Source: an optimization exercise on an open RTL-to-GDS flow (aim: small area, a short achievable clock period and few clock cycles per item). Production flows keep margins and buffers that such runs may drop.
In this exercise RTL edits were held to simulation tests only and were not proved equivalent to the original.
No activity file was given, so power comes from the tool's default toggle rates.

## flow/design.v (module list and top-level ports; edited modules follow where they fit)
// module fhbt_ctrl: 640 lines
// module fhbt_residues: 52 lines
// module fhbt_datapath: 758 lines
// module fnv1a_hashed_bucket_table_unit: 98 lines
module fnv1a_hashed_bucket_table_unit #(
  parameter int TABLE_DEPTH     = fhbt_pkg::TABLE_DEPTH_DEF,
  parameter int VALUE_WIDTH     = fhbt_pkg::VALUE_WIDTH_DEF,
  parameter int MAX_NAME_LENGTH = fhbt_pkg::MAX_NAME_LENGTH_DEF
) (
  input  logic                         clk_i,
  input  logic                         rst_ni,
  input  logic                         start_i,
  output logic                         busy_o,
  input  logic [fhbt_pkg::CMD_W-1:0]   command_i,
  input  logic [fhbt_pkg::BYTE_W-1:0]  name_byte_i,
  input  logic                         name_last_i,
  input  logic [fhbt_pkg::NV_W-1:0]    new_value_i,
  input  logic                         table_entries_we_i,
  input  logic [fhbt_pkg::TE_W-1:0]    table_entries_i,
  output logic                         done_o,
  output logic                         status_o,
  output logic [fhbt_pkg::FOUND_W-1:0] found_value_o,
  output logic [fhbt_pkg::SLOT_W-1:0]  slot_index_o,
  output logic [fhbt_pkg::COUNT_W-1:0] entry_count_o
);
  // ...
==> flow/run.sh <==
#!/bin/bash
# synth_recipe.tcl (not shown) runs the flow's synth.tcl, then flattens the netlist and writes it again
# the make line also repeats each setting of config.mk as NAME=value (left out here)
make -C /OpenROAD-flow-scripts/flow DESIGN_CONFIG=/design/flow/config.mk WORK_HOME=/design/flow/orfs CLKGATE_MAP_FILE= SYNTH_SCRIPT=/design/flow/synth_recipe.tcl finish
==> flow/config.mk <==
export PLATFORM = sky130hd
export DESIGN_NAME = fnv1a_hashed_bucket_table_unit
export DESIGN_NICKNAME = fnv1a_hashed_bucket_table_unit
export VERILOG_FILES = /design/flow/design.v
export SDC_FILE = /design/flow/constraint.sdc
export NUM_CORES = 4
export LEC_CHECK = 0
export ABC_CLOCK_PERIOD_IN_PS = 3000
export CAP_MARGIN = 20
export CORE_MARGIN = 2
export CORE_UTILIZATION = 45
export CTS_BUF_LIST = sky130_fd_sc_hd__clkbuf_8
export CTS_CLUSTER_SIZE = 20
export PLACE_DENSITY = 0.6
export SETUP_SLACK_MARGIN = 3.3
export SLEW_MARGIN = 20
==> flow/constraint.sdc <==
create_clock -name core_clock -period 6.5 [get_ports {clk_i}]
set_input_delay 1.3000 -clock core_clock [delete_from_list [all_inputs] [get_ports {clk_i}]]
set_output_delay 1.3000 -clock core_clock [all_outputs]
set_load 0.01 [all_outputs]
==> run summary, run 1 <==
Status
The flow ran to the end and the layout has no timing, DRC or antenna violations.

Floorplanning
In this run the count of I/O pins placed on the die edge is about 120. The total number of placement rows is 180. The tap cell instance count is 3185. The die footprint is between 0.2 and 0.25 mm^2.

Cells and area
Non-clock buffering takes up about 3.9% of total cell area after layout. The register fraction of the total cell area is 62.6%. The final design utilization is 53.0%.

The count of clock-net buffers in the final layout is 512. The inverter count of the layout excluding clock inverters is approximately 450. Ranked by flip-flop count, first place goes to u_datapath.mem_q.

The number of signal-net buffers in the layout is 550.

Critical path
The last element of the critical path is u_ctrl.c_q[17]$_DFFE_PN0P_. The type of element launching the critical path is a flop. The number of buffer and inverter stages on the critical path is 3. For this run, the slowest stage of the critical path takes roughly 0.56 ns. The worst register-to-register path has a setup slack of 2.98 ns.

Power and ir drop
The part of the power in combinational logic is 27.4%. In this run the static leakage power is 47.1 nW.

Route
The met3 wirelength from detailed routing is 60.9 mm.

Placement
Port buffering added about 110 buffers.

Synth
The async set or reset register ratio after synthesis is 3.67%. The most used flip-flop cell after synthesis is edfxtp_1. The number of synthesized flops with an enable pin is 2240. The flip-flop and latch count after synthesis is 2835. The synthesis warning total is 7.

Timing
At the pin with the least slew margin, the transition time is ~1.3 ns. After layout, the worst path uses ~54% of the clock period. The hold violation count in the final report came to 0.

Global routing
The global routing usage on met2 is 47.1%.
Testbench counts, summed over its fixed seeds: cycles 11,678, items 1,288.
==> module fhbt_ctrl, before the edit <==
module fhbt_ctrl (
  input  logic        clk_i,
  input  logic        rst_ni,
  input  logic        valid_i,      
  input  logic [1:0]  command_i,
  input  logic [7:0]  name_byte_i,
  input  logic        name_last_i,
  output logic        ent_valid_o,  
  output logic        ent_create_o,
  output logic        ent_add_o,
  output logic        ent_uncreated_o,
  output logic [23:0] ent_s_o,      
  output logic [23:0] ent_c_o,      
  output logic        ent_e_o,
  output logic [7:0]  ent_lo_o
);
  localparam logic [23:0] BASIS_HI = 24'h811C9D;
  localparam logic [7:0]  BASIS_LO = 8'hC5;
  logic [23:0] s_q, c_q;
  logic [7:0]  lo_q;
  logic [5:0]  cnt_q;
  logic        ended_q;
  logic        created_q;
  logic        is_name, is_create, finish, takes;
  logic        e_q;
  logic [7:0]  y, lo_f;
  logic [8:0]  lo_sum;
  logic        e_f;
  logic [23:0] s_f, c_f, s_n, c_n;
  logic [7:0]  lo_n;
  logic        e_n;
  assign is_name   = valid_i && (command_i == fhbt_pkg::CMD_ADD || command_i == fhbt_pkg::CMD_LOOKUP);
  assign is_create = valid_i && (command_i == fhbt_pkg::CMD_CREATE);
  assign finish    = is_name && name_last_i;
  assign takes     = !ended_q && (name_byte_i != 8'd0) && !cnt_q[5];
  assign y    = lo_q ^ name_byte_i;
  logic f1, f2;
  logic f3, f4;
  logic f5, f6;
  logic f7, f8;
  logic f9, f10;
  logic f11, f12;
  logic f13, f14;
  logic f15, f16;
  logic f17, f18;
  logic f19, f20;
  logic f21, f22;
  logic f23, f24;
  logic f25, f26;
  logic f27, f28;
  logic f29, f30;
  logic f31, f32;
  logic f33, f34;
  logic f35, f36;
  logic f37, f38;
  logic f39, f40;
  logic f41, f42;
  logic f43, f44;
  logic f45, f46;
  logic f47, f48;
  logic f49, f50;
  logic f51, f52;
  logic f53, f54;
  logic f55, f56;
  logic f57, f58;
  logic f59, f60;
  logic f61, f62;
  logic f63, f64;
  logic f65, f66;
  logic f67, f68;
  logic f69, f70;
  logic f71, f72;
  logic f73, f74;
  logic f75, f76;
  logic f77, f78;
  logic f79, f80;
  logic f81, f82;
  logic f83, f84;
  logic f85, f86;
  logic f87, f88;
  logic f89, f90;
  logic f91, f92;
  logic f93, f94;
  logic f95, f96;
  logic f97, f98;
  logic f99, f100;
  logic f101, f102;
  logic f103, f104;
  logic f105, f106;
  logic f107, f108;
  logic f109, f110;
  logic f111, f112;
  logic f113, f114;
  logic f115, f116;
  logic f117, f118;
  logic f119, f120;
  logic f121, f122;
  logic f123, f124;
  logic f125, f126;
  logic f127, f128;
  logic f129, f130;
  logic f131, f132;
  logic f133, f134;
  logic f135, f136;
  logic f137, f138;
  logic f139, f140;
  logic f141, f142;
  logic f143, f144;
  logic f145, f146;
  logic f147, f148;
  logic f149, f150;
  logic f151, f152;
  logic f153, f154;
  logic f155, f156;
  logic f157, f158;
  logic f159, f160;
  logic f161, f162;
  logic f163, f164;
  logic f165, f166;
  logic f167, f168;
  logic f169, f170;
  logic f171, f172;
  logic f173, f174;
  logic f175, f176;
  logic f177, f178;
  logic f179, f180;
  logic f181, f182;
  logic f183, f184;
  logic f185, f186;
  logic f187, f188;
  logic f189, f190;
  logic f191, f192;
  logic f193, f194;
  logic f195, f196;
  logic f197, f198;
  logic f199, f200;
  logic f201, f202;
  logic f203, f204;
  logic f205, f206;
  logic f207, f208;
  logic f209, f210;
  logic f211, f212;
  logic f213, f214;
  logic f215, f216;
  logic f217, f218;
  logic f219, f220;
  logic f221, f222;
  logic f223, f224;
  logic f225, f226;
  logic f227, f228;
  logic f229, f230;
  logic f231, f232;
  logic f233, f234;
  logic f235, f236;
  logic f237, f238;
  logic f239, f240;
  logic f241, f242;
  logic f243, f244;
  logic f245, f246;
  logic f247, f248;
  logic f249, f250;
  logic f251, f252;
  logic f253, f254;
  logic f255, f256;
  logic f257, f258;
  logic f259, f260;
  logic f261, f262;
  logic f263, f264;
  logic f265, f266;
  logic f267, f268;
  logic f269, f270;
  logic f271, f272;
  logic f273, f274;
  logic f275, f276;
  logic f277, f278;
  logic f279, f280;
  logic f281, f282;
  logic f283, f284;
  logic f285, f286;
  logic f287, f288;
  logic f289, f290;
  logic f291, f292;
  logic f293, f294;
  logic f295, f296;
  logic f297, f298;
  logic f299, f300;
  logic f301, f302;
  logic f303, f304;
  logic f305, f306;
  logic f307, f308;
  logic f309, f310;
  logic f311, f312;
  logic f313, f314;
  logic f315, f316;
  logic f317, f318;
  logic f319, f320;
  logic f321, f322;
  logic f323, f324;
  logic f325, f326;
  logic f327, f328;
  logic f329, f330;
  logic f331, f332;
  logic f333, f334;
  logic f335, f336;
  logic f337, f338;
  logic f339, f340;
  logic f341, f342;
  logic f343, f344;
  logic f345, f346;
  logic f347, f348;
  logic f349, f350;
  logic f351, f352;
  logic f353, f354;
  logic f355, f356;
  logic f357, f358;
  logic f359, f360;
  logic f361, f362;
  logic f363, f364;
  logic f365, f366;
  logic f367, f368;
  logic f369, f370;
  assign f1 = c_q[0] ^ e_q ^ s_q[0];
  assign f2 = (c_q[0] & e_q) | (c_q[0] & s_q[0]) | (e_q & s_q[0]);
  assign f3 = c_q[0] ^ c_q[1] ^ e_q;
  assign f4 = (c_q[0] & c_q[1]) | (c_q[0] & e_q) | (c_q[1] & e_q);
  assign f5 = c_q[1] ^ c_q[2] ^ s_q[1];
  assign f6 = (c_q[1] & c_q[2]) | (c_q[1] & s_q[1]) | (c_q[2] & s_q[1]);
  assign f7 = c_q[2] ^ c_q[3] ^ s_q[2];
  assign f8 = (c_q[2] & c_q[3]) | (c_q[2] & s_q[2]) | (c_q[3] & s_q[2]);
  assign f9 = c_q[0] ^ c_q[3] ^ c_q[4];
  assign f10 = (c_q[0] & c_q[3]) | (c_q[0] & c_q[4]) | (c_q[3] & c_q[4]);
  assign f11 = e_q ^ s_q[0] ^ s_q[3];
  assign f12 = (e_q & s_q[0]) | (e_q & s_q[3]) | (s_q[0] & s_q[3]);
  assign f13 = c_q[1] ^ c_q[4] ^ c_q[5];
  assign f14 = (c_q[1] & c_q[4]) | (c_q[1] & c_q[5]) | (c_q[4] & c_q[5]);
  assign f15 = s_q[1] ^ s_q[4] ^ s_q[5];
  assign f16 = (s_q[1] & s_q[4]) | (s_q[1] & s_q[5]) | (s_q[4] & s_q[5]);
  assign f17 = c_q[2] ^ c_q[5] ^ c_q[6];
  assign f18 = (c_q[2] & c_q[5]) | (c_q[2] & c_q[6]) | (c_q[5] & c_q[6]);
  assign f19 = s_q[2] ^ s_q[5] ^ s_q[6];
  assign f20 = (s_q[2] & s_q[5]) | (s_q[2] & s_q[6]) | (s_q[5] & s_q[6]);
  assign f21 = c_q[0] ^ c_q[3] ^ c_q[6];
  assign f22 = (c_q[0] & c_q[3]) | (c_q[0] & c_q[6]) | (c_q[3] & c_q[6]);
  assign f23 = c_q[7] ^ e_q ^ s_q[0];
  assign f24 = (c_q[7] & e_q) | (c_q[7] & s_q[0]) | (e_q & s_q[0]);
  assign f25 = s_q[3] ^ s_q[6] ^ s_q[7];
  assign f26 = (s_q[3] & s_q[6]) | (s_q[3] & s_q[7]) | (s_q[6] & s_q[7]);
  assign f27 = c_q[0] ^ c_q[1] ^ c_q[4];
  assign f28 = (c_q[0] & c_q[1]) | (c_q[0] & c_q[4]) | (c_q[1] & c_q[4]);
  assign f29 = c_q[7] ^ c_q[8] ^ e_q;
  assign f30 = (c_q[7] & c_q[8]) | (c_q[7] & e_q) | (c_q[8] & e_q);
  assign f31 = s_q[0] ^ s_q[1] ^ s_q[4];
  assign f32 = (s_q[0] & s_q[1]) | (s_q[0] & s_q[4]) | (s_q[1] & s_q[4]);
  assign f33 = c_q[1] ^ c_q[2] ^ c_q[5];
  assign f34 = (c_q[1] & c_q[2]) | (c_q[1] & c_q[5]) | (c_q[2] & c_q[5]);
  assign f35 = c_q[8] ^ c_q[9] ^ s_q[1];
  assign f36 = (c_q[8] & c_q[9]) | (c_q[8] & s_q[1]) | (c_q[9] & s_q[1]);
  assign f37 = s_q[2] ^ s_q[5] ^ s_q[8];
  assign f38 = (s_q[2] & s_q[5]) | (s_q[2] & s_q[8]) | (s_q[5] & s_q[8]);
  assign f39 = c_q[10] ^ c_q[2] ^ c_q[3];
  assign f40 = (c_q[10] & c_q[2]) | (c_q[10] & c_q[3]) | (c_q[2] & c_q[3]);
  assign f41 = c_q[6] ^ c_q[9] ^ s_q[10];
  assign f42 = (c_q[6] & c_q[9]) | (c_q[6] & s_q[10]) | (c_q[9] & s_q[10]);
  assign f43 = s_q[2] ^ s_q[3] ^ s_q[6];
  assign f44 = (s_q[2] & s_q[3]) | (s_q[2] & s_q[6]) | (s_q[3] & s_q[6]);
  assign f45 = c_q[10] ^ c_q[11] ^ c_q[3];
  assign f46 = (c_q[10] & c_q[11]) | (c_q[10] & c_q[3]) | (c_q[11] & c_q[3]);
  assign f47 = c_q[4] ^ c_q[7] ^ s_q[10];
  assign f48 = (c_q[4] & c_q[7]) | (c_q[4] & s_q[10]) | (c_q[7] & s_q[10]);
  assign f49 = s_q[11] ^ s_q[3] ^ s_q[4];
  assign f50 = (s_q[11] & s_q[3]) | (s_q[11] & s_q[4]) | (s_q[3] & s_q[4]);
  assign f51 = c_q[11] ^ c_q[12] ^ c_q[4];
  assign f52 = (c_q[11] & c_q[12]) | (c_q[11] & c_q[4]) | (c_q[12] & c_q[4]);
  assign f53 = c_q[5] ^ c_q[8] ^ s_q[11];
  assign f54 = (c_q[5] & c_q[8]) | (c_q[5] & s_q[11]) | (c_q[8] & s_q[11]);
  assign f55 = s_q[12] ^ s_q[4] ^ s_q[5];
  assign f56 = (s_q[12] & s_q[4]) | (s_q[12] & s_q[5]) | (s_q[4] & s_q[5]);
  assign f57 = c_q[12] ^ c_q[13] ^ c_q[5];
  assign f58 = (c_q[12] & c_q[13]) | (c_q[12] & c_q[5]) | (c_q[13] & c_q[5]);
  assign f59 = c_q[6] ^ c_q[9] ^ s_q[12];
  assign f60 = (c_q[6] & c_q[9]) | (c_q[6] & s_q[12]) | (c_q[9] & s_q[12]);
  assign f61 = s_q[13] ^ s_q[5] ^ s_q[6];
  assign f62 = (s_q[13] & s_q[5]) | (s_q[13] & s_q[6]) | (s_q[5] & s_q[6]);
  assign f63 = c_q[10] ^ c_q[13] ^ c_q[14];
  assign f64 = (c_q[10] & c_q[13]) | (c_q[10] & c_q[14]) | (c_q[13] & c_q[14]);
  assign f65 = c_q[6] ^ c_q[7] ^ s_q[10];
  assign f66 = (c_q[6] & c_q[7]) | (c_q[6] & s_q[10]) | (c_q[7] & s_q[10]);
  assign f67 = s_q[13] ^ s_q[14] ^ s_q[6];
  assign f68 = (s_q[13] & s_q[14]) | (s_q[13] & s_q[6]) | (s_q[14] & s_q[6]);
  assign f69 = c_q[11] ^ c_q[14] ^ c_q[15];
  assign f70 = (c_q[11] & c_q[14]) | (c_q[11] & c_q[15]) | (c_q[14] & c_q[15]);
  assign f71 = c_q[7] ^ c_q[8] ^ s_q[11];
  assign f72 = (c_q[7] & c_q[8]) | (c_q[7] & s_q[11]) | (c_q[8] & s_q[11]);
  assign f73 = s_q[14] ^ s_q[15] ^ s_q[7];
  assign f74 = (s_q[14] & s_q[15]) | (s_q[14] & s_q[7]) | (s_q[15] & s_q[7]);
  assign f75 = c_q[12] ^ c_q[15] ^ c_q[16];
  assign f76 = (c_q[12] & c_q[15]) | (c_q[12] & c_q[16]) | (c_q[15] & c_q[16]);
  assign f77 = c_q[8] ^ c_q[9] ^ s_q[12];
  assign f78 = (c_q[8] & c_q[9]) | (c_q[8] & s_q[12]) | (c_q[9] & s_q[12]);
  assign f79 = s_q[15] ^ s_q[16] ^ s_q[8];
  assign f80 = (s_q[15] & s_q[16]) | (s_q[15] & s_q[8]) | (s_q[16] & s_q[8]);
  assign f81 = c_q[10] ^ c_q[13] ^ c_q[16];
  assign f82 = (c_q[10] & c_q[13]) | (c_q[10] & c_q[16]) | (c_q[13] & c_q[16]);
  assign f83 = c_q[17] ^ c_q[9] ^ s_q[10];
  assign f84 = (c_q[17] & c_q[9]) | (c_q[17] & s_q[10]) | (c_q[9] & s_q[10]);
  assign f85 = s_q[13] ^ s_q[16] ^ s_q[17];
  assign f86 = (s_q[13] & s_q[16]) | (s_q[13] & s_q[17]) | (s_q[16] & s_q[17]);
  assign f87 = c_q[10] ^ c_q[11] ^ c_q[14];
  assign f88 = (c_q[10] & c_q[11]) | (c_q[10] & c_q[14]) | (c_q[11] & c_q[14]);
  assign f89 = c_q[17] ^ c_q[18] ^ s_q[10];
  assign f90 = (c_q[17] & c_q[18]) | (c_q[17] & s_q[10]) | (c_q[18] & s_q[10]);
  assign f91 = s_q[11] ^ s_q[14] ^ s_q[17];
  assign f92 = (s_q[11] & s_q[14]) | (s_q[11] & s_q[17]) | (s_q[14] & s_q[17]);
  assign f93 = c_q[11] ^ c_q[12] ^ c_q[15];
  assign f94 = (c_q[11] & c_q[12]) | (c_q[11] & c_q[15]) | (c_q[12] & c_q[15]);
  assign f95 = c_q[18] ^ c_q[19] ^ s_q[11];
  assign f96 = (c_q[18] & c_q[19]) | (c_q[18] & s_q[11]) | (c_q[19] & s_q[11]);
  assign f97 = s_q[12] ^ s_q[15] ^ s_q[18];
  assign f98 = (s_q[12] & s_q[15]) | (s_q[12] & s_q[18]) | (s_q[15] & s_q[18]);
  assign f99 = c_q[12] ^ c_q[13] ^ c_q[16];
  assign f100 = (c_q[12] & c_q[13]) | (c_q[12] & c_q[16]) | (c_q[13] & c_q[16]);
  assign f101 = c_q[19] ^ c_q[20] ^ s_q[12];
  assign f102 = (c_q[19] & c_q[20]) | (c_q[19] & s_q[12]) | (c_q[20] & s_q[12]);
  assign f103 = s_q[13] ^ s_q[16] ^ s_q[19];
  assign f104 = (s_q[13] & s_q[16]) | (s_q[13] & s_q[19]) | (s_q[16] & s_q[19]);
  assign f105 = c_q[13] ^ c_q[14] ^ c_q[17];
  assign f106 = (c_q[13] & c_q[14]) | (c_q[13] & c_q[17]) | (c_q[14] & c_q[17]);
  assign f107 = c_q[20] ^ c_q[21] ^ s_q[13];
  assign f108 = (c_q[20] & c_q[21]) | (c_q[20] & s_q[13]) | (c_q[21] & s_q[13]);
  assign f109 = s_q[14] ^ s_q[17] ^ s_q[20];
  assign f110 = (s_q[14] & s_q[17]) | (s_q[14] & s_q[20]) | (s_q[17] & s_q[20]);
  assign f111 = c_q[14] ^ c_q[15] ^ c_q[18];
  assign f112 = (c_q[14] & c_q[15]) | (c_q[14] & c_q[18]) | (c_q[15] & c_q[18]);
  assign f113 = c_q[21] ^ c_q[22] ^ s_q[14];
  assign f114 = (c_q[21] & c_q[22]) | (c_q[21] & s_q[14]) | (c_q[22] & s_q[14]);
  assign f115 = s_q[15] ^ s_q[18] ^ s_q[21];
  assign f116 = (s_q[15] & s_q[18]) | (s_q[15] & s_q[21]) | (s_q[18] & s_q[21]);
  assign f117 = c_q[15] ^ c_q[16] ^ c_q[19];
  assign f118 = (c_q[15] & c_q[16]) | (c_q[15] & c_q[19]) | (c_q[16] & c_q[19]);
  assign f119 = c_q[22] ^ c_q[23] ^ s_q[15];
  assign f120 = (c_q[22] & c_q[23]) | (c_q[22] & s_q[15]) | (c_q[23] & s_q[15]);
  assign f121 = s_q[16] ^ s_q[19] ^ s_q[22];
  assign f122 = (s_q[16] & s_q[19]) | (s_q[16] & s_q[22]) | (s_q[19] & s_q[22]);
  assign f123 = y[0] ^ y[3] ^ y[4];
  assign f124 = (y[0] & y[3]) | (y[0] & y[4]) | (y[3] & y[4]);
  assign f125 = y[1] ^ y[4] ^ y[5];
  assign f126 = (y[1] & y[4]) | (y[1] & y[5]) | (y[4] & y[5]);
  assign f127 = y[2] ^ y[5] ^ y[6];
  assign f128 = (y[2] & y[5]) | (y[2] & y[6]) | (y[5] & y[6]);
  assign f129 = y[0] ^ y[3] ^ y[6];
  assign f130 = (y[0] & y[3]) | (y[0] & y[6]) | (y[3] & y[6]);
  assign f131 = f1 ^ y[0] ^ y[1];
  assign f132 = (f1 & y[0]) | (f1 & y[1]) | (y[0] & y[1]);
  assign f133 = s_q[0] ^ s_q[1] ^ f2;
  assign f134 = (s_q[0] & s_q[1]) | (s_q[0] & f2) | (s_q[1] & f2);
  assign f135 = f3 ^ y[1] ^ y[2];
  assign f136 = (f3 & y[1]) | (f3 & y[2]) | (y[1] & y[2]);
  assign f137 = s_q[2] ^ f4 ^ f5;
  assign f138 = (s_q[2] & f4) | (s_q[2] & f5) | (f4 & f5);
  assign f139 = y[2] ^ y[3] ^ y[6];
  assign f140 = (y[2] & y[3]) | (y[2] & y[6]) | (y[3] & y[6]);
  assign f141 = s_q[3] ^ f6 ^ f7;
  assign f142 = (s_q[3] & f6) | (s_q[3] & f7) | (f6 & f7);
  assign f143 = y[3] ^ y[4] ^ y[7];
  assign f144 = (y[3] & y[4]) | (y[3] & y[7]) | (y[4] & y[7]);
  assign f145 = s_q[4] ^ f11 ^ f8;
  assign f146 = (s_q[4] & f11) | (s_q[4] & f8) | (f11 & f8);
  assign f147 = f9 ^ y[4] ^ y[5];
  assign f148 = (f9 & y[4]) | (f9 & y[5]) | (y[4] & y[5]);
  assign f149 = f10 ^ f12 ^ f13;
  assign f150 = (f10 & f12) | (f10 & f13) | (f12 & f13);
  assign f151 = f15 ^ y[5] ^ y[6];
  assign f152 = (f15 & y[5]) | (f15 & y[6]) | (y[5] & y[6]);
  assign f153 = f14 ^ f16 ^ f17;
  assign f154 = (f14 & f16) | (f14 & f17) | (f16 & f17);
  assign f155 = f19 ^ y[6] ^ y[7];
  assign f156 = (f19 & y[6]) | (f19 & y[7]) | (y[6] & y[7]);
  assign f157 = f18 ^ f20 ^ f21;
  assign f158 = (f18 & f20) | (f18 & f21) | (f20 & f21);
  assign f159 = f23 ^ f25 ^ y[7];
  assign f160 = (f23 & f25) | (f23 & y[7]) | (f25 & y[7]);
  assign f161 = s_q[7] ^ s_q[8] ^ f22;
  assign f162 = (s_q[7] & s_q[8]) | (s_q[7] & f22) | (s_q[8] & f22);
  assign f163 = f24 ^ f26 ^ f27;
  assign f164 = (f24 & f26) | (f24 & f27) | (f26 & f27);
  assign f165 = s_q[9] ^ f28 ^ f30;
  assign f166 = (s_q[9] & f28) | (s_q[9] & f30) | (f28 & f30);
  assign f167 = f32 ^ f33 ^ f35;
  assign f168 = (f32 & f33) | (f32 & f35) | (f33 & f35);
  assign f169 = s_q[9] ^ f34 ^ f36;
  assign f170 = (s_q[9] & f34) | (s_q[9] & f36) | (f34 & f36);
  assign f171 = f38 ^ f39 ^ f41;
  assign f172 = (f38 & f39) | (f38 & f41) | (f39 & f41);
  assign f173 = s_q[7] ^ f40 ^ f42;
  assign f174 = (s_q[7] & f40) | (s_q[7] & f42) | (f40 & f42);
  assign f175 = f44 ^ f45 ^ f47;
  assign f176 = (f44 & f45) | (f44 & f47) | (f45 & f47);
  assign f177 = s_q[8] ^ f46 ^ f48;
  assign f178 = (s_q[8] & f46) | (s_q[8] & f48) | (f46 & f48);
  assign f179 = f50 ^ f51 ^ f53;
  assign f180 = (f50 & f51) | (f50 & f53) | (f51 & f53);
  assign f181 = s_q[9] ^ f52 ^ f54;
  assign f182 = (s_q[9] & f52) | (s_q[9] & f54) | (f52 & f54);
  assign f183 = f56 ^ f57 ^ f59;
  assign f184 = (f56 & f57) | (f56 & f59) | (f57 & f59);
  assign f185 = s_q[7] ^ f58 ^ f60;
  assign f186 = (s_q[7] & f58) | (s_q[7] & f60) | (f58 & f60);
  assign f187 = f62 ^ f63 ^ f65;
  assign f188 = (f62 & f63) | (f62 & f65) | (f63 & f65);
  assign f189 = s_q[8] ^ f64 ^ f66;
  assign f190 = (s_q[8] & f64) | (s_q[8] & f66) | (f64 & f66);
  assign f191 = f68 ^ f69 ^ f71;
  assign f192 = (f68 & f69) | (f68 & f71) | (f69 & f71);
  assign f193 = s_q[9] ^ f70 ^ f72;
  assign f194 = (s_q[9] & f70) | (s_q[9] & f72) | (f70 & f72);
  assign f195 = f74 ^ f75 ^ f77;
  assign f196 = (f74 & f75) | (f74 & f77) | (f75 & f77);
  assign f197 = s_q[9] ^ f76 ^ f78;
  assign f198 = (s_q[9] & f76) | (s_q[9] & f78) | (f76 & f78);
  assign f199 = f80 ^ f81 ^ f83;
  assign f200 = (f80 & f81) | (f80 & f83) | (f81 & f83);
  assign f201 = s_q[18] ^ f82 ^ f84;
  assign f202 = (s_q[18] & f82) | (s_q[18] & f84) | (f82 & f84);
  assign f203 = f86 ^ f87 ^ f89;
  assign f204 = (f86 & f87) | (f86 & f89) | (f87 & f89);
  assign f205 = s_q[19] ^ f88 ^ f90;
  assign f206 = (s_q[19] & f88) | (s_q[19] & f90) | (f88 & f90);
  assign f207 = f92 ^ f93 ^ f95;
  assign f208 = (f92 & f93) | (f92 & f95) | (f93 & f95);
  assign f209 = s_q[20] ^ f101 ^ f103;
  assign f210 = (s_q[20] & f101) | (s_q[20] & f103) | (f101 & f103);
  assign f211 = f94 ^ f96 ^ f98;
  assign f212 = (f94 & f96) | (f94 & f98) | (f96 & f98);
  assign f213 = s_q[21] ^ f100 ^ f102;
  assign f214 = (s_q[21] & f100) | (s_q[21] & f102) | (f100 & f102);
  assign f215 = f104 ^ f105 ^ f107;
  assign f216 = (f104 & f105) | (f104 & f107) | (f105 & f107);
  assign f217 = s_q[22] ^ f106 ^ f108;
  assign f218 = (s_q[22] & f106) | (s_q[22] & f108) | (f106 & f108);
  assign f219 = f110 ^ f111 ^ f113;
  assign f220 = (f110 & f111) | (f110 & f113) | (f111 & f113);
  assign f221 = s_q[23] ^ f112 ^ f114;
  assign f222 = (s_q[23] & f112) | (s_q[23] & f114) | (f112 & f114);
  assign f223 = f116 ^ f117 ^ f119;
  assign f224 = (f116 & f117) | (f116 & f119) | (f117 & f119);
  assign f225 = y[7] ^ f128 ^ f129;
  assign f226 = (y[7] & f128) | (y[7] & f129) | (f128 & f129);
  assign f227 = y[4] ^ y[7] ^ f130;
  assign f228 = (y[4] & y[7]) | (y[4] & f130) | (y[7] & f130);
  assign f229 = y[5] ^ f132 ^ f133;
  assign f230 = (y[5] & f132) | (y[5] & f133) | (f132 & f133);
  assign f231 = f134 ^ f136 ^ f137;
  assign f232 = (f134 & f136) | (f134 & f137) | (f136 & f137);
  assign f233 = f138 ^ f140 ^ f141;
  assign f234 = (f138 & f140) | (f138 & f141) | (f140 & f141);
  assign f235 = f142 ^ f144 ^ f145;
  assign f236 = (f142 & f144) | (f142 & f145) | (f144 & f145);
  assign f237 = f146 ^ f148 ^ f149;
  assign f238 = (f146 & f148) | (f146 & f149) | (f148 & f149);
  assign f239 = f150 ^ f152 ^ f153;
  assign f240 = (f150 & f152) | (f150 & f153) | (f152 & f153);
  assign f241 = f154 ^ f156 ^ f157;
  assign f242 = (f154 & f156) | (f154 & f157) | (f156 & f157);
  assign f243 = f29 ^ f31 ^ f158;
  assign f244 = (f29 & f31) | (f29 & f158) | (f31 & f158);
  assign f245 = f160 ^ f161 ^ f163;
  assign f246 = (f160 & f161) | (f160 & f163) | (f161 & f163);
  assign f247 = f37 ^ f162 ^ f164;
  assign f248 = (f37 & f162) | (f37 & f164) | (f162 & f164);
  assign f249 = f43 ^ f166 ^ f168;
  assign f250 = (f43 & f166) | (f43 & f168) | (f166 & f168);
  assign f251 = f49 ^ f170 ^ f172;
  assign f252 = (f49 & f170) | (f49 & f172) | (f170 & f172);
  assign f253 = f55 ^ f174 ^ f176;
  assign f254 = (f55 & f174) | (f55 & f176) | (f174 & f176);
  assign f255 = f61 ^ f178 ^ f180;
  assign f256 = (f61 & f178) | (f61 & f180) | (f178 & f180);
  assign f257 = f67 ^ f182 ^ f184;
  assign f258 = (f67 & f182) | (f67 & f184) | (f182 & f184);
  assign f259 = f73 ^ f186 ^ f188;
  assign f260 = (f73 & f186) | (f73 & f188) | (f186 & f188);
  assign f261 = f79 ^ y[0] ^ f190;
  assign f262 = (f79 & y[0]) | (f79 & f190) | (y[0] & f190);
  assign f263 = f192 ^ f193 ^ f195;
  assign f264 = (f192 & f193) | (f192 & f195) | (f193 & f195);
  assign f265 = f85 ^ y[1] ^ f194;
  assign f266 = (f85 & y[1]) | (f85 & f194) | (y[1] & f194);
  assign f267 = f196 ^ f197 ^ f199;
  assign f268 = (f196 & f197) | (f196 & f199) | (f197 & f199);
  assign f269 = f91 ^ y[2] ^ f198;
  assign f270 = (f91 & y[2]) | (f91 & f198) | (y[2] & f198);
  assign f271 = f200 ^ f201 ^ f203;
  assign f272 = (f200 & f201) | (f200 & f203) | (f201 & f203);
  assign f273 = f97 ^ y[3] ^ f202;
  assign f274 = (f97 & y[3]) | (f97 & f202) | (y[3] & f202);
  assign f275 = f204 ^ f205 ^ f207;
  assign f276 = (f204 & f205) | (f204 & f207) | (f205 & f207);
  assign f277 = f99 ^ y[4] ^ f206;
  assign f278 = (f99 & y[4]) | (f99 & f206) | (y[4] & f206);
  assign f279 = f208 ^ f209 ^ f211;
  assign f280 = (f208 & f209) | (f208 & f211) | (f209 & f211);
  assign f281 = f109 ^ y[5] ^ f210;
  assign f282 = (f109 & y[5]) | (f109 & f210) | (y[5] & f210);
  assign f283 = f212 ^ f213 ^ f215;
  assign f284 = (f212 & f213) | (f212 & f215) | (f213 & f215);
  assign f285 = f115 ^ y[6] ^ f214;
  assign f286 = (f115 & y[6]) | (f115 & f214) | (y[6] & f214);
  assign f287 = f216 ^ f217 ^ f219;
  assign f288 = (f216 & f217) | (f216 & f219) | (f217 & f219);
  assign f289 = f121 ^ y[7] ^ f218;
  assign f290 = (f121 & y[7]) | (f121 & f218) | (y[7] & f218);
  assign f291 = f220 ^ f221 ^ f223;
  assign f292 = (f220 & f221) | (f220 & f223) | (f221 & f223);
  assign f293 = f131 ^ f226 ^ f227;
  assign f294 = (f131 & f226) | (f131 & f227) | (f226 & f227);
  assign f295 = f135 ^ f228 ^ f229;
  assign f296 = (f135 & f228) | (f135 & f229) | (f228 & f229);
  assign f297 = f139 ^ f230 ^ f231;
  assign f298 = (f139 & f230) | (f139 & f231) | (f230 & f231);
  assign f299 = f143 ^ f232 ^ f233;
  assign f300 = (f143 & f232) | (f143 & f233) | (f232 & f233);
  assign f301 = f147 ^ f234 ^ f235;
  assign f302 = (f147 & f234) | (f147 & f235) | (f234 & f235);
  assign f303 = f151 ^ f236 ^ f237;
  assign f304 = (f151 & f236) | (f151 & f237) | (f236 & f237);
  assign f305 = f155 ^ f238 ^ f239;
  assign f306 = (f155 & f238) | (f155 & f239) | (f238 & f239);
  assign f307 = f159 ^ f240 ^ f241;
  assign f308 = (f159 & f240) | (f159 & f241) | (f240 & f241);
  assign f309 = f242 ^ f243 ^ f245;
  assign f310 = (f242 & f243) | (f242 & f245) | (f243 & f245);
  assign f311 = f165 ^ f167 ^ f244;
  assign f312 = (f165 & f167) | (f165 & f244) | (f167 & f244);
  assign f313 = f169 ^ f171 ^ f248;
  assign f314 = (f169 & f171) | (f169 & f248) | (f171 & f248);
  assign f315 = f173 ^ f175 ^ f250;
  assign f316 = (f173 & f175) | (f173 & f250) | (f175 & f250);
  assign f317 = f177 ^ f179 ^ f252;
  assign f318 = (f177 & f179) | (f177 & f252) | (f179 & f252);
  assign f319 = f181 ^ f183 ^ f254;
  assign f320 = (f181 & f183) | (f181 & f254) | (f183 & f254);
  assign f321 = f185 ^ f187 ^ f256;
  assign f322 = (f185 & f187) | (f185 & f256) | (f187 & f256);
  assign f323 = f189 ^ f191 ^ f258;
  assign f324 = (f189 & f191) | (f189 & f258) | (f191 & f258);
  assign f325 = f260 ^ f261 ^ f263;
  assign f326 = (f260 & f261) | (f260 & f263) | (f261 & f263);
  assign f327 = f262 ^ f264 ^ f265;
  assign f328 = (f262 & f264) | (f262 & f265) | (f264 & f265);
  assign f329 = f266 ^ f268 ^ f269;
  assign f330 = (f266 & f268) | (f266 & f269) | (f268 & f269);
  assign f331 = f270 ^ f272 ^ f273;
  assign f332 = (f270 & f272) | (f270 & f273) | (f272 & f273);
  assign f333 = f274 ^ f276 ^ f277;
  assign f334 = (f274 & f276) | (f274 & f277) | (f276 & f277);
  assign f335 = f278 ^ f280 ^ f281;
  assign f336 = (f278 & f280) | (f278 & f281) | (f280 & f281);
  assign f337 = f282 ^ f284 ^ f285;
  assign f338 = (f282 & f284) | (f282 & f285) | (f284 & f285);
  assign f339 = f286 ^ f288 ^ f289;
  assign f340 = (f286 & f288) | (f286 & f289) | (f288 & f289);
  assign f341 = f246 ^ f247 ^ f310;
  assign f342 = (f246 & f247) | (f246 & f310) | (f247 & f310);
  assign f343 = f249 ^ f312 ^ f313;
  assign f344 = (f249 & f312) | (f249 & f313) | (f312 & f313);
  assign f345 = f251 ^ f314 ^ f315;
  assign f346 = (f251 & f314) | (f251 & f315) | (f314 & f315);
  assign f347 = f253 ^ f316 ^ f317;
  assign f348 = (f253 & f316) | (f253 & f317) | (f316 & f317);
  assign f349 = f255 ^ f318 ^ f319;
  assign f350 = (f255 & f318) | (f255 & f319) | (f318 & f319);
  assign f351 = f257 ^ f320 ^ f321;
  assign f352 = (f257 & f320) | (f257 & f321) | (f320 & f321);
  assign f353 = f259 ^ f322 ^ f323;
  assign f354 = (f259 & f322) | (f259 & f323) | (f322 & f323);
  assign f355 = f324 ^ f325;
  assign f356 = f324 & f325;
  assign f357 = f267 ^ f326 ^ f327;
  assign f358 = (f267 & f326) | (f267 & f327) | (f326 & f327);
  assign f359 = f271 ^ f328 ^ f329;
  assign f360 = (f271 & f328) | (f271 & f329) | (f328 & f329);
  assign f361 = f275 ^ f330 ^ f331;
  assign f362 = (f275 & f330) | (f275 & f331) | (f330 & f331);
  assign f363 = f279 ^ f332 ^ f333;
  assign f364 = (f279 & f332) | (f279 & f333) | (f332 & f333);
  assign f365 = f283 ^ f334 ^ f335;
  assign f366 = (f283 & f334) | (f283 & f335) | (f334 & f335);
  assign f367 = f287 ^ f336 ^ f337;
  assign f368 = (f287 & f336) | (f287 & f337) | (f336 & f337);
  assign f369 = f291 ^ f338 ^ f339;
  assign f370 = (f291 & f338) | (f291 & f339) | (f338 & f339);
  assign s_f = {f368, f366, f364, f362, f360, f358, f356, f354, f352, f350, f348, f346, f344, f342, f311, f308, f306, f304, f302, f300, f298, f296, f294, f293};
  assign c_f = {f369, f367, f365, f363, f361, f359, f357, f355, f353, f351, f349, f347, f345, f343, f341, f309, f307, f305, f303, f301, f299, f297, f295, 1'b0};
  assign lo_sum = {1'b0, f225, f126, f124, f123, y[2], y[1], y[0], y[0]} + {1'b0, 1'b0, f127, f125, 1'b0, y[3], y[2], y[1], 1'b0};
  assign lo_f   = lo_sum[7:0];
  assign e_f    = lo_sum[8];
  assign s_n  = takes ? s_f  : s_q;
  assign c_n  = takes ? c_f  : c_q;
  assign lo_n = takes ? lo_f : lo_q;
  assign e_n  = takes ? e_f  : e_q;
  always_ff @(posedge clk_i or negedge rst_ni) begin
    if (!rst_ni) begin
      s_q         <= BASIS_HI;
      c_q         <= '0;
      lo_q        <= BASIS_LO;
      e_q         <= 1'b0;
      cnt_q       <= '0;
      ended_q     <= 1'b0;
      created_q   <= 1'b0;
      ent_valid_o <= 1'b0;
    end else begin
      ent_valid_o <= finish || is_create;
      if (is_create || finish) begin
        s_q     <= BASIS_HI;
        c_q     <= '0;
        lo_q    <= BASIS_LO;
        e_q     <= 1'b0;
        cnt_q   <= '0;
        ended_q <= 1'b0;
      end else if (is_name) begin
        s_q  <= s_n;
        c_q  <= c_n;
        lo_q <= lo_n;
        e_q  <= e_n;
        if (name_byte_i == 8'd0) ended_q <= 1'b1;
        if (takes) cnt_q <= cnt_q + 6'd1;
      end
      if (is_create) created_q <= 1'b1;
    end
  end
  always_ff @(posedge clk_i) begin
    ent_create_o    <= is_create;
    ent_add_o       <= (command_i == fhbt_pkg::CMD_ADD);
    ent_uncreated_o <= !is_create && !created_q;
    ent_s_o         <= s_n;
    ent_c_o         <= c_n;
    ent_lo_o        <= lo_n;
    ent_e_o         <= e_n;
  end
endmodule
==> inputs of run 2 (changes only) <==
--- a/flow/design.v
+++ b/flow/design.v
@@ -29,33 +29,36 @@
   output logic        ent_uncreated_o,
   output logic [23:0] ent_s_o,      
   output logic [23:0] ent_c_o,      
   output logic        ent_e_o,
   output logic [7:0]  ent_lo_o
 );
   localparam logic [23:0] BASIS_HI = 24'h811C9D;
   localparam logic [7:0]  BASIS_LO = 8'hC5;
-  logic [23:0] s_q, c_q;
-  logic [7:0]  lo_q;
+  logic [23:0] sx_q, s_q, c_q;
+  logic [7:0]  lox_q, lo_q;
+  logic        go, hold;
   logic [5:0]  cnt_q;
   logic        ended_q;
   logic        created_q;
   logic        is_name, is_create, finish, takes;
   logic        e_q;
   logic [7:0]  y, lo_f;
   logic [8:0]  lo_sum;
   logic        e_f;
   logic [23:0] s_f, c_f, s_n, c_n;
   logic [7:0]  lo_n;
   logic        e_n;
   assign is_name   = valid_i && (command_i == fhbt_pkg::CMD_ADD || command_i == fhbt_pkg::CMD_LOOKUP);
   assign is_create = valid_i && (command_i == fhbt_pkg::CMD_CREATE);
   assign finish    = is_name && name_last_i;
   assign takes     = !ended_q && (name_byte_i != 8'd0) && !cnt_q[5];
+  assign s_q  = sx_q ^ BASIS_HI;
+  assign lo_q = lox_q ^ BASIS_LO;
   assign y    = lo_q ^ name_byte_i;
   logic f1, f2;
   logic f3, f4;
   logic f5, f6;
   logic f7, f8;
   logic f9, f10;
   logic f11, f12;
   logic f13, f14;
@@ -611,40 +614,43 @@
   assign c_f = {f369, f367, f365, f363, f361, f359, f357, f355, f353, f351, f349, f347, f345, f343, f341, f309, f307, f305, f303, f301, f299, f297, f295, 1'b0};
   assign lo_sum = {1'b0, f225, f126, f124, f123, y[2], y[1], y[0], y[0]} + {1'b0, 1'b0, f127, f125, 1'b0, y[3], y[2], y[1], 1'b0};
   assign lo_f   = lo_sum[7:0];
   assign e_f    = lo_sum[8];
   assign s_n  = takes ? s_f  : s_q;
   assign c_n  = takes ? c_f  : c_q;
   assign lo_n = takes ? lo_f : lo_q;
   assign e_n  = takes ? e_f  : e_q;
+  assign go   = is_name && takes && !finish;
+  assign hold = !is_create && !finish && !(is_name && takes);
+  always_ff @(posedge clk_i or negedge rst_ni) begin
+    if (!rst_ni) begin
+      sx_q  <= '0;
+      c_q   <= '0;
+      lox_q <= '0;
+      e_q   <= 1'b0;
+    end else begin
+      sx_q  <= (sx_q & {24{hold}}) | ((s_f ^ BASIS_HI) & {24{go}});
+      c_q   <= (c_q & {24{hold}}) | (c_f & {24{go}});
+      lox_q <= (lox_q & {8{hold}}) | ((lo_f ^ BASIS_LO) & {8{go}});
+      e_q   <= (e_q & hold) | (e_f & go);
+    end
+  end
   always_ff @(posedge clk_i or negedge rst_ni) begin
     if (!rst_ni) begin
-      s_q         <= BASIS_HI;
-      c_q         <= '0;
-      lo_q        <= BASIS_LO;
-      e_q         <= 1'b0;
       cnt_q       <= '0;
       ended_q     <= 1'b0;
       created_q   <= 1'b0;
       ent_valid_o <= 1'b0;
     end else begin
       ent_valid_o <= finish || is_create;
       if (is_create || finish) begin
-        s_q     <= BASIS_HI;
-        c_q     <= '0;
-        lo_q    <= BASIS_LO;
-        e_q     <= 1'b0;
         cnt_q   <= '0;
         ended_q <= 1'b0;
       end else if (is_name) begin
-        s_q  <= s_n;
-        c_q  <= c_n;
-        lo_q <= lo_n;
-        e_q  <= e_n;
         if (name_byte_i == 8'd0) ended_q <= 1'b1;
         if (takes) cnt_q <= cnt_q + 6'd1;
       end
       if (is_create) created_q <= 1'b1;
     end
   end
   always_ff @(posedge clk_i) begin
     ent_create_o    <= is_create;
@@ -1419,30 +1425,32 @@
     else         e_valid <= d_valid;
   end
   always_ff @(posedge clk_i) begin
     e_create <= d_create;
     e_add    <= d_add;
     e_unc    <= d_unc;
     e_value  <= d_value;
   end
-  logic [5:0] slot;
-  always_ff @(posedge clk_i) slot <= d_next;
-  logic        t_create, t_write, t_lookup;
+  logic [5:0]  slot;
   logic [63:0] sel;
+  always_ff @(posedge clk_i) begin
+    slot <= d_next;
+    for (int g = 0; g < 64; g++) sel[g] <= (d_next == 6'(g));
+  end
+  logic        t_create, t_write, t_lookup;
   logic [31:0] mem_q [64];
   logic [31:0] wdata;
   logic [31:0] rdata;
   logic [15:0] count_q;
   assign t_create = e_valid && e_create;
   assign t_write  = e_valid && !e_create && !e_unc && e_add;
   assign t_lookup = !e_create && !e_unc && !e_add;
   assign wdata    = t_create ? 32'd0 : e_value;
   for (genvar g = 0; g < 64; g++) begin : g_word
-    assign sel[g] = (slot == 6'(g));
     always_ff @(posedge clk_i) begin
       if (t_create || (t_write && sel[g])) mem_q[g] <= wdata;
     end
   end
   always_comb begin
     rdata = '0;
     for (int g = 0; g < 64; g++) rdata |= mem_q[g] & {32{sel[g]}};
   end
==> flow/config.mk (replaced) <==
export PLATFORM = sky130hd
export DESIGN_NAME = fnv1a_hashed_bucket_table_unit
export DESIGN_NICKNAME = fnv1a_hashed_bucket_table_unit
export VERILOG_FILES = /design/flow/design.v
export SDC_FILE = /design/flow/constraint.sdc
export NUM_CORES = 4
export LEC_CHECK = 0
export ABC_AREA = 1
export ABC_CLOCK_PERIOD_IN_PS = 3000
export CAP_MARGIN = 20
export CORE_MARGIN = 2
export CORE_UTILIZATION = 40
export CTS_BUF_LIST = sky130_fd_sc_hd__clkbuf_16
export CTS_CLUSTER_DIAMETER = 100
export CTS_CLUSTER_SIZE = 22
export PLACE_DENSITY = 0.6
export SETUP_SLACK_MARGIN = 3.1
export SLEW_MARGIN = 20
==> run 2 against run 1 <==
  * Worst hold slack better by 0.16 ns
  * Clock skew is 0.031 ns lower
  * Critical path type unchanged
  * Wire length is 2.6% lower
  * Sequential share of layout area is 2.1 points higher
==> run summary, run 2 <==
Status
The run finished with no timing, DRC or antenna violations.

CTS
The number of hold buffers added after cts is 0. After clock tree synthesis, the clock-pin slew on the worst setup and hold paths is 0.09 ns. The number of buffers created by CTS is around 160.

CTS built an H-tree with a depth of 4. Clock tree synthesis selected as its root buffer the cell clkbuf_16. The deepest clock path buffer count is 4. At the later pin of the worst-skew pair, clock insertion delay measures 0.93 ns. TritonCTS built the clock tree. The total number of clock tree sinks is 2899.

Timing
The slew of the pin with the lowest slew margin came to 1.32 ns (+0.0202 ns). Headroom to the max-slew limit came out at approximately an eighth. The share of the clock period used by the worst path after layout is 54.4% (+0.21 points). The hold violation count in the final report is 0 (unchanged). For the final routed database, the setup TNS stands at 0 ns. Setup violations remaining at the end of the flow were counted as 0. For this run, the top clock speed supported by timing is about 280 MHz. Setup repair after global routing could not meet its margin everywhere. The post-layout minimum cycle time is 3.53 ns.

The worst clock skew is between 0.1 and 0.15 ns. The number of max-slew violations in the final report came to 0.

Synth
The most common cell in the synthesized netlist is nand2_1. The flip-flop and latch count after synthesis was 2899 (+2.3%). The flip-flop cell with the highest count after synthesis is edfxtp_1.

By area the synthesized netlist is led by edfxtp_1, dfxtp_1, nand2_1, fa_1, inv_1. The gate count of the mapped netlist is 8824. The synthesis warning total is 7 (unchanged).

The distinct cell type count of the synthesized netlist is 55. Summed over all instances, the cell type with the most area after synthesis is edfxtp_1. The cell area that synthesis handed to floorplanning was 0.113 mm^2.

The async set or reset register ratio after synthesis is 3.59% (-0.081 points). The number of synthesized flops with an enable pin is 2240 (unchanged). The average instance area after synthesis is 12.8 um^2.

Sequential elements use around 71% of the synthesized area. The commonest cells after synthesis are nand2_1, edfxtp_1, inv_1. Summed over its instances, the top area cell type makes up 59.3% of the synthesized netlist area.

Critical path
The internal reg-to-reg setup slack is 2.97 ns (about the same). STA classifies the critical path endpoint as a flop. The cell family contributing the most delay on the critical path is buffers and inverters. The number of cells on the worst reg-to-reg path is 4. The master of the slowest instance on the critical path is dfxtp_2. The number of buffer and inverter stages on the critical path is 2 (-1). Data arrives at the worst endpoint at 4.02 ns. The highest fanout seen on the critical path is 18. The worst endpoint required time is 6.99 ns. The highest cell delay on the worst timing path is 0.97 ns (+0.41 ns). The type of element launching the critical path is a flop. The beginning of the worst register-to-register path is u_datapath.sel[62]$_DFF_P_.

The worst register-to-register path ends at u_datapath.mem_q[62][10]$_DFFE_PP_. Walking the worst path, the cells encountered are buf_4 > nand2_1 > nand2_2 > buf_4. The worst setup path is of the reg -> reg kind. Among the stages of the critical path, the cell type that occurs most often is buf_4.

Route
The number of nets still failing antenna checks after routing is 0. The first routing iteration left 11.9k violations. The wire length reported by the detailed router is 396 mm.

In the final routed layout, each cell accounts on average for a little over 30 um. The via count normalized by instance count is 5.65. For this run, design rule violations remaining after detail routing come to 0. Summing over every cut layer, the via total after detailed routing is 72.9k.

The first detailed-routing pass took 7 iterations.

Cells and area
The final instance area is 0.125 mm^2. Leaving out fill and tap cells, the most frequent cells in the layout are nand2_1, edfxtp_1, inv_1, dfxtp_1, nor2_1. The largest registers in the layout are u_datapath.mem_q x2048, u_residues.res_q x192, u_datapath.sel x64.

The net total in the final layout is 9569. The register with the most flip-flops in the layout has slightly above 2k of them. The layout cell share with drive strength beyond 1 is 8.19%.

The layout overhead on the synthesized area is 10.7%. Leaving out fill and tap cells, the most frequent cell in the layout is nand2_1. The largest register by flop count is u_datapath.mem_q.

Global routing
Global routing consumed, on the met3 layer, 6.18% of the routing resources. The global routing met1 resource utilization is 37.3%. The total routing resource utilization after global routing is 27.1%. Entering global routing, the biggest net connects 84 pins. Summed over all layers, the global routing overflow is 0. The first global-routing pass estimated around 540 mm of wire. In this run the most used layer during global routing was met2. The number of global-route vias before repair is 68.0k. The global routing usage on met2 is 41.4% (-5.8 points). The initial antenna violation count was 15.

Placement
The total of buffers placed on input and output ports is 112 (unchanged). Summing all placed instances gives a cell area of about 0.12 mm^2. The HPWL after detailed placement is roughly 230 mm. The routability-driven placement congestion ratio is 0.886.

Floorplanning
The core region is around 0.28 mm^2. The die is ~540 um tall. The die extent in x is approximately 540 um. The initial core utilization is 40.2%. The total number of placement rows is 195 (+8.3%). The number of ports placed on the die boundary is 115 (unchanged). The die footprint is 0.288 mm^2 (+17%).

Power and ir drop
The static power due to leakage is 48.5 nW (+2.9%). The maximum ir drop on the vdd rail is 0.353 mV. Power spread over the standard cell area amounts to 454 mW/mm^2.

Run
The number of maximum-capacitance violations is 0.

Hold path
The worst hold path belongs to the class in -> async.
[run 2: area by class of cell]
class	count	area, um^2
fill	25295	157000
sequential	2899	81100
multi-input combinational	4780	28600
tap	3743	4680
clock buffer	162	4050
timing repair buffer	361	3210
inverter	833	3170
clock inverter	118	612
antenna	11	27.5
[run 2: worst max-delay path by stage]
stage                                          start                                  to  slack [ns]  cells after the start
final                     u_datapath.sel[62]$_DFF_P_  u_datapath.mem_q[62][10]$_DFFE_PP_        2.97                      4
after global routing         u_ctrl.c_q[7]$_DFF_PN0_             u_ctrl.c_q[9]$_DFF_PN0_        3.00                     12
after CTS                                     rst_ni                              done_o        2.94                      4
after detailed placement                      rst_ni                              done_o        2.08                      4
after global placement                        rst_ni                              done_o        2.05                      4
after floorplan            u_ctrl.sx_q[13]$_DFF_PN0_          u_ctrl.ent_c_o[21]$_DFF_P_        3.22                     11
[run 2: logic make-up after synthesis]
family,after synthesis,synth area share [%]
XOR/XNOR,79,0.610
AND/OR/NAND/NOR,3655,13.0
adder cells (fa/ha/maj),480,7.68
other,1,0.00331
buffers and inverters,1146,3.83
flip-flops,2899,71.4
AO/OA/AOI/OAI,564,3.42
[run 2: metal layers]
layer	vias to the layer above	share of wire, %
li1	30116	-
met1	36520	37
met2	5333	44
met3	972	14
met4	6	5.4
met5	-	0.011
[run 2: through the flow]
step / power, mW / std cells / utilization [%] / hold slack (ns) / worst slack [ns]
finish: 56.9 / 12907 / 44.5 / 0.257 / 2.97
global placement: 45.5 / 12554 / 42.5 / 0.310 / 2.05
CTS: 56.2 / 12845 / 44.2 / 0.222 / 2.94
floorplan: 36.3 / 8825 / - / 0.310 / 3.22
detailed placement: 45.6 / 12554 / 42.5 / 0.312 / 2.08
global route: 60.0 / 12901 / 44.5 / 0.235 / 3.00
[run 2: where the power goes]
part,internal (mW),switching [mW]
Sequential,21.6,1.68
Clock,4.62,6.13
Combinational,7.68,15.2
Total,33.9,23.0
[run 2: timing repair]
item / in CTS / in global routing
buffers inserted: 9 / 48
gates cloned: 2 / 0
pin swaps: 0 / 42
gates resized for setup: 34 / 119
endpoints found under the setup margin: 481 / 300
hold endpoints to repair: 0 / 0
Testbench counts of run 2, summed over its fixed seeds: cycles 11,678, items 1,288.
==> inputs of run 3 (changes only) <==
--- a/flow/config.mk
+++ b/flow/config.mk
@@ -7,3 +7,2 @@
 export LEC_CHECK = 0
-export ABC_AREA = 1
 export ABC_CLOCK_PERIOD_IN_PS = 3000
==> run 3 against run 2 <==
  * Still clean on timing, DRC and antenna
  * Core utilization up 0.11 points
  * Non-clock buffer count up 16
  * Clock-buffer cell count down 6
  * Critical path depth up 1
  * Synthesized area down 3.2%
  * Synthesized cell count down 25%
  * Worst hold slack better by 0.0066 ns
  * Wire length down 0.48%
  * Final cell count down 18%
  * Largest cell class unchanged
  * Largest power group unchanged
==> run summary, run 3 <==
Status
The run finished with no timing, DRC or antenna violations.

Floorplanning
The die extent in x is 528 um (-1.6%). The standard cell core area is 0.273 mm^2 (-3.2%). The die boundary height was 528 um (-1.6%). The number of ports placed on the die boundary was 115 (unchanged). The die footprint is 0.279 mm^2 (-3.2%).

The initial core utilization is 40.2% (about the same). The total number of placement rows is 192 (-1.5%).

Synth
The flip-flop and latch count after synthesis is 2899 (unchanged). The top cell type by total area after synthesis is edfxtp_1. Among all flip-flop cells after synthesis, the most frequent one is edfxtp_1.

The average instance area after synthesis was 16.6 um^2 (+29%). The number of synthesized flops with an enable pin came to 2240 (unchanged). The synthesis warning total is 7 (unchanged). Sorting the synthesized cells by how often they occur yields edfxtp_1, dfxtp_1, a22oi_1, inv_1, fa_1.

The most numerous cell in the Yosys netlist is edfxtp_1. The gate count of the mapped netlist is 6610 (-25%). The sequential element share of the synthesized area came to 73.8% (+2.4 points). The async set or reset register ratio after synthesis was 3.59% (unchanged). Yosys attributes the largest share of cell area to edfxtp_1, dfxtp_1, fa_1, a22oi_1, a22o_1. The distinct cell type count of the synthesized netlist is 70 (+27%). The cell area after technology mapping is 0.110 mm^2 (-3.2%). The top-area cell type share of the netlist area is 61.3% (+2.0 points).

CTS
The H-tree depth is 4 (unchanged). The deepest clock path buffer count is 3 (-1). The clock tree from TritonCTS is yes. The clock insertion delay at the later pin of the skew report was 0.86 ns (-0.07 ns). The total number of clock tree sinks was 2899 (unchanged).

The clock-pin slew reported for the worst setup and hold paths after clock tree synthesis is 0.09 ns (about the same). The number of buffers created by CTS came to 153 (-3.2%). The clock tree root driver cell is clkbuf_16.

Timing
The share of the clock period used by the worst path after layout came to 54.7% (+0.33 points). The slew of the pin with the lowest slew margin came to 1.24 ns (-0.0728 ns). The hold violation count in the final report is 0 (unchanged). The number of endpoints failing setup at the final stage is 0 (unchanged). The number of max-slew violations in the final report is 0 (unchanged). The setup TNS after final layout was 0 ns (unchanged).

The worst clock skew came to 0.0519 ns (-0.0522 ns). The post-layout minimum cycle time is 3.55 ns (+0.0213 ns). The highest clock frequency the design can meet is 281 MHz (-0.60%). Setup repair after global routing could not meet its margin everywhere. The worst-case headroom to the max-slew limit is 16.7% (+4.6 points).

Critical path
The internal reg-to-reg setup slack is 2.95 ns (-0.02 ns). STA classifies the critical path endpoint as a flop. The setup path with the least slack is of type reg -> reg.

The worst endpoint required time is 7.13 ns (+0.14 ns). The arrival time at the worst endpoint is 4.18 ns (+0.16 ns). The highest fanout seen on the critical path was 20 (+2).

The worst setup path is launched from a flop.

Power and ir drop
The power share of the clock group is 20.0% (+1.1 points). The part of the power in combinational logic is 36.6% (-3.6 points). The static power due to leakage is 42.4 nW (-13%). The power per unit of standard cell area came to 430 mW/mm^2 (-5.1%). The switching share of power is 37.2% (-3.2 points). The reported net switching power is 19.5 mW (-15%).

The cell internal power dissipation is 32.9 mW (-2.9%). The maximum ir drop on the vdd rail was 0.389 mV (+10%). The power share of the sequential group came to 43.4% (+2.5 points).

Cells and area
The final design utilization is 44.6% (+0.11 points). The largest register by flop count is u_datapath.mem_q. The flip-flop count of the largest register after layout is 2048 (unchanged). In the layout the commonest cells are edfxtp_1, inv_1, dfxtp_1, a22oi_1, a22o_1. Leaving out fill and tap cells, the most frequent cell in the layout is edfxtp_1. The largest registers in the layout are u_datapath.mem_q x2048, u_residues.res_q x192, u_datapath.sel x64. The net total in the final layout was 7407 (-23%). The area growth from synthesis to layout is 11.0%.

The number of fill cells is 23.5k (-7.1%). The layout cell share with drive strength beyond 1 was 11.5% (+3.3 points).

Global routing
The global routing usage on met2 is 42.0% (+0.60 points). The total global routing overflow came to 0 (unchanged). The total routing resource utilization after global routing was 27.7% (+0.62 points). The global-route wire length before repair was 531 mm (-2.0%). The number of global-route vias before repair is 63.9k (-6.1%). The fraction of met3 tracks used by global routing was 7.30% (+1.1 points). The global routing met1 resource utilization is 36.5% (-0.81 points). The pin count of the biggest net entering global routing is 88 (+4.8%). The most heavily used metal layer in global routing is met2. The initial antenna violation count is 20 (+5).

Hold path
The min-delay analysis places its worst path in the category in -> async.

Route
The number of iterations in the first detailed-routing pass was 8 (+1). The via count normalized by instance count is 6.30 (+11%). The initial DRC count is 11.9k (+0.34%). The DRC violation count after routing is 0 (unchanged). The number of nets still failing antenna checks after routing was 0 (unchanged). The number of vias in the routed layout is 66.6k (-8.7%). The wire length reported by the detailed router came to 394 mm (-0.48%). The mean routed wirelength per cell was 37.3 um (+22%).

Placement
The routability-driven placement congestion ratio came to 0.902 (+1.8%). The total of buffers placed on input and output ports is 112 (unchanged). The placed wire-length estimate after detailed placement came to 234 mm (+3.4%).

Run
The number of maximum-capacitance violations is 0 (unchanged).
==> run 3: final timing paths <==
| kind | from | endpoint | cells past startpoint |
|---|---|---|---|
| min | rst_ni | u_datapath.count_q[12]$_DFFE_PN0P_ | 1 |
| max in group asynchronous | rst_ni | u_residues.div_o[1]$_DFFE_PN0P_ | 2 |
| min in group core_clock | u_datapath.a_value[4]$_DFF_P_ | u_datapath.b_value[4]$_DFF_P_ | 0 |
| min reg2reg | u_datapath.a_value[4]$_DFF_P_ | u_datapath.b_value[4]$_DFF_P_ | 0 |
| max | u_datapath.sel[32]$_DFF_P_ | u_datapath.found_value_o[9]$_SDFF_PN0_ | 5 |
| max reg2reg | u_datapath.sel[32]$_DFF_P_ | u_datapath.found_value_o[9]$_SDFF_PN0_ | 5 |
==> run 3: cell type report <==
class                           instances  area (um^2)  area share, %
Sequential cell                      2899        81100           66.6
Multi-Input combinational cell       2983        26600           21.8
Tap cell                             3589         4490           3.69
Clock buffer                          156         3900           3.21
Timing Repair Buffer                  377         3280           2.70
Inverter                              457         1750           1.44
Clock inverter                        102          616          0.505
Antenna cell                            9         22.5         0.0185
==> run 3: critical path, stage by stage, from the launching register on <==
cell	delay, ns
dfxtp_2	1.01
buf_4	0.66
a22oi_1	0.16
nand4_1	0.34
nor3_1	0.14
a21oi_1	0.97
==> run 3: per-layer routing <==
| layer | wire [um] | up-vias |
|---|---|---|
| li1 | - | 25660 |
| met4 | 27000 | 12 |
| met3 | 55000 | 1205 |
| met5 | 70 | - |
| met2 | 173000 | 5646 |
| met1 | 139000 | 34073 |
==> run 3: power groups by stage <==
stage / Sequential [mW] / Clock, mW / Combinational [mW]
2_1_floorplan: 22.2 / 0 / 11.5
3_3_place_gp: 23.1 / 0 / 18.1
3_5_place_dp: 23.1 / 0 / 18.3
4_1_cts: 22.7 / 10.5 / 18.6
5_1_grt: 22.8 / 11.1 / 20.8
6_report: 22.8 / 10.5 / 19.2
==> run 3: logic make-up after synthesis <==
kind of cell	share of synthesized area, %
AOI/OAI and AO/OA	9.56
xor gates and xnor gates	0.814
adders and majority gates	7.93
buffers and inverters	2.56
DFF	73.8
muxes	0.433
other	0.00342
and+or+nand+nor	4.89
==> run 3: metrics by stage <==
stage	instance area [um^2]	total power, mW	instances	setup slack, ns	hold WS, ns
2_1_floorplan	110000	33.7	6611	3.14	0.310
3_3_place_gp	116000	41.2	10238	2.07	0.312
3_5_place_dp	116000	41.4	10240	2.02	0.312
4_1_cts	121000	51.9	10516	2.84	0.223
5_1_grt	122000	54.8	10565	2.97	0.243
6_report	122000	52.4	10572	2.95	0.264
==> run 3: what timing repair did <==
| item | CTS | global route |
|---|---|---|
| endpoints found under the hold margin | 0 | 0 |
| buffers inserted | 17 | 45 |
| hold buffers | 0 | 0 |
| pin swaps | 7 | 40 |
| resized for setup | 87 | 112 |
| gates cloned | 1 | 2 |
| setup endpoints to repair | 1351 | 725 |

static timing again, ports no longer ideal:
No port has a modelled driver above. Below, the same layouts with a new extraction and two added sets of constraints. Step 1 sets driving cells, clkbuf_16 on the clock port and buf_2 on the other inputs (assumed; they add their load-dependent delay and slew). Step 2 adds t to the input delays and takes it off the output delays; t is the mean of the earliest and latest rising clock arrival at the registers after step 1. Input paths then give back, and output paths get back, about the clock's delay inside the block. Slacks: ideal ports / drivers / drivers and shift; pairs: ideal ports / drivers.
run	shift t [ns]	setup WS [ns]	worst register clock-pin slew, ns	worst slew at a driven data input, ns
run 1	1.190	2.980 / 2.980 / 2.799	0.07 / 0.07	0.19
run 2	0.965	2.967 / 2.967 / 2.967	0.10 / 0.10	0.24
run 3	0.932	2.945 / 2.945 / 2.805	0.10 / 0.10	0.15
After both steps every run listed still meets setup and hold. The setup slack of run 1, which loses most, moves by 0.000 ns with the drivers and by -0.181 ns with both steps.
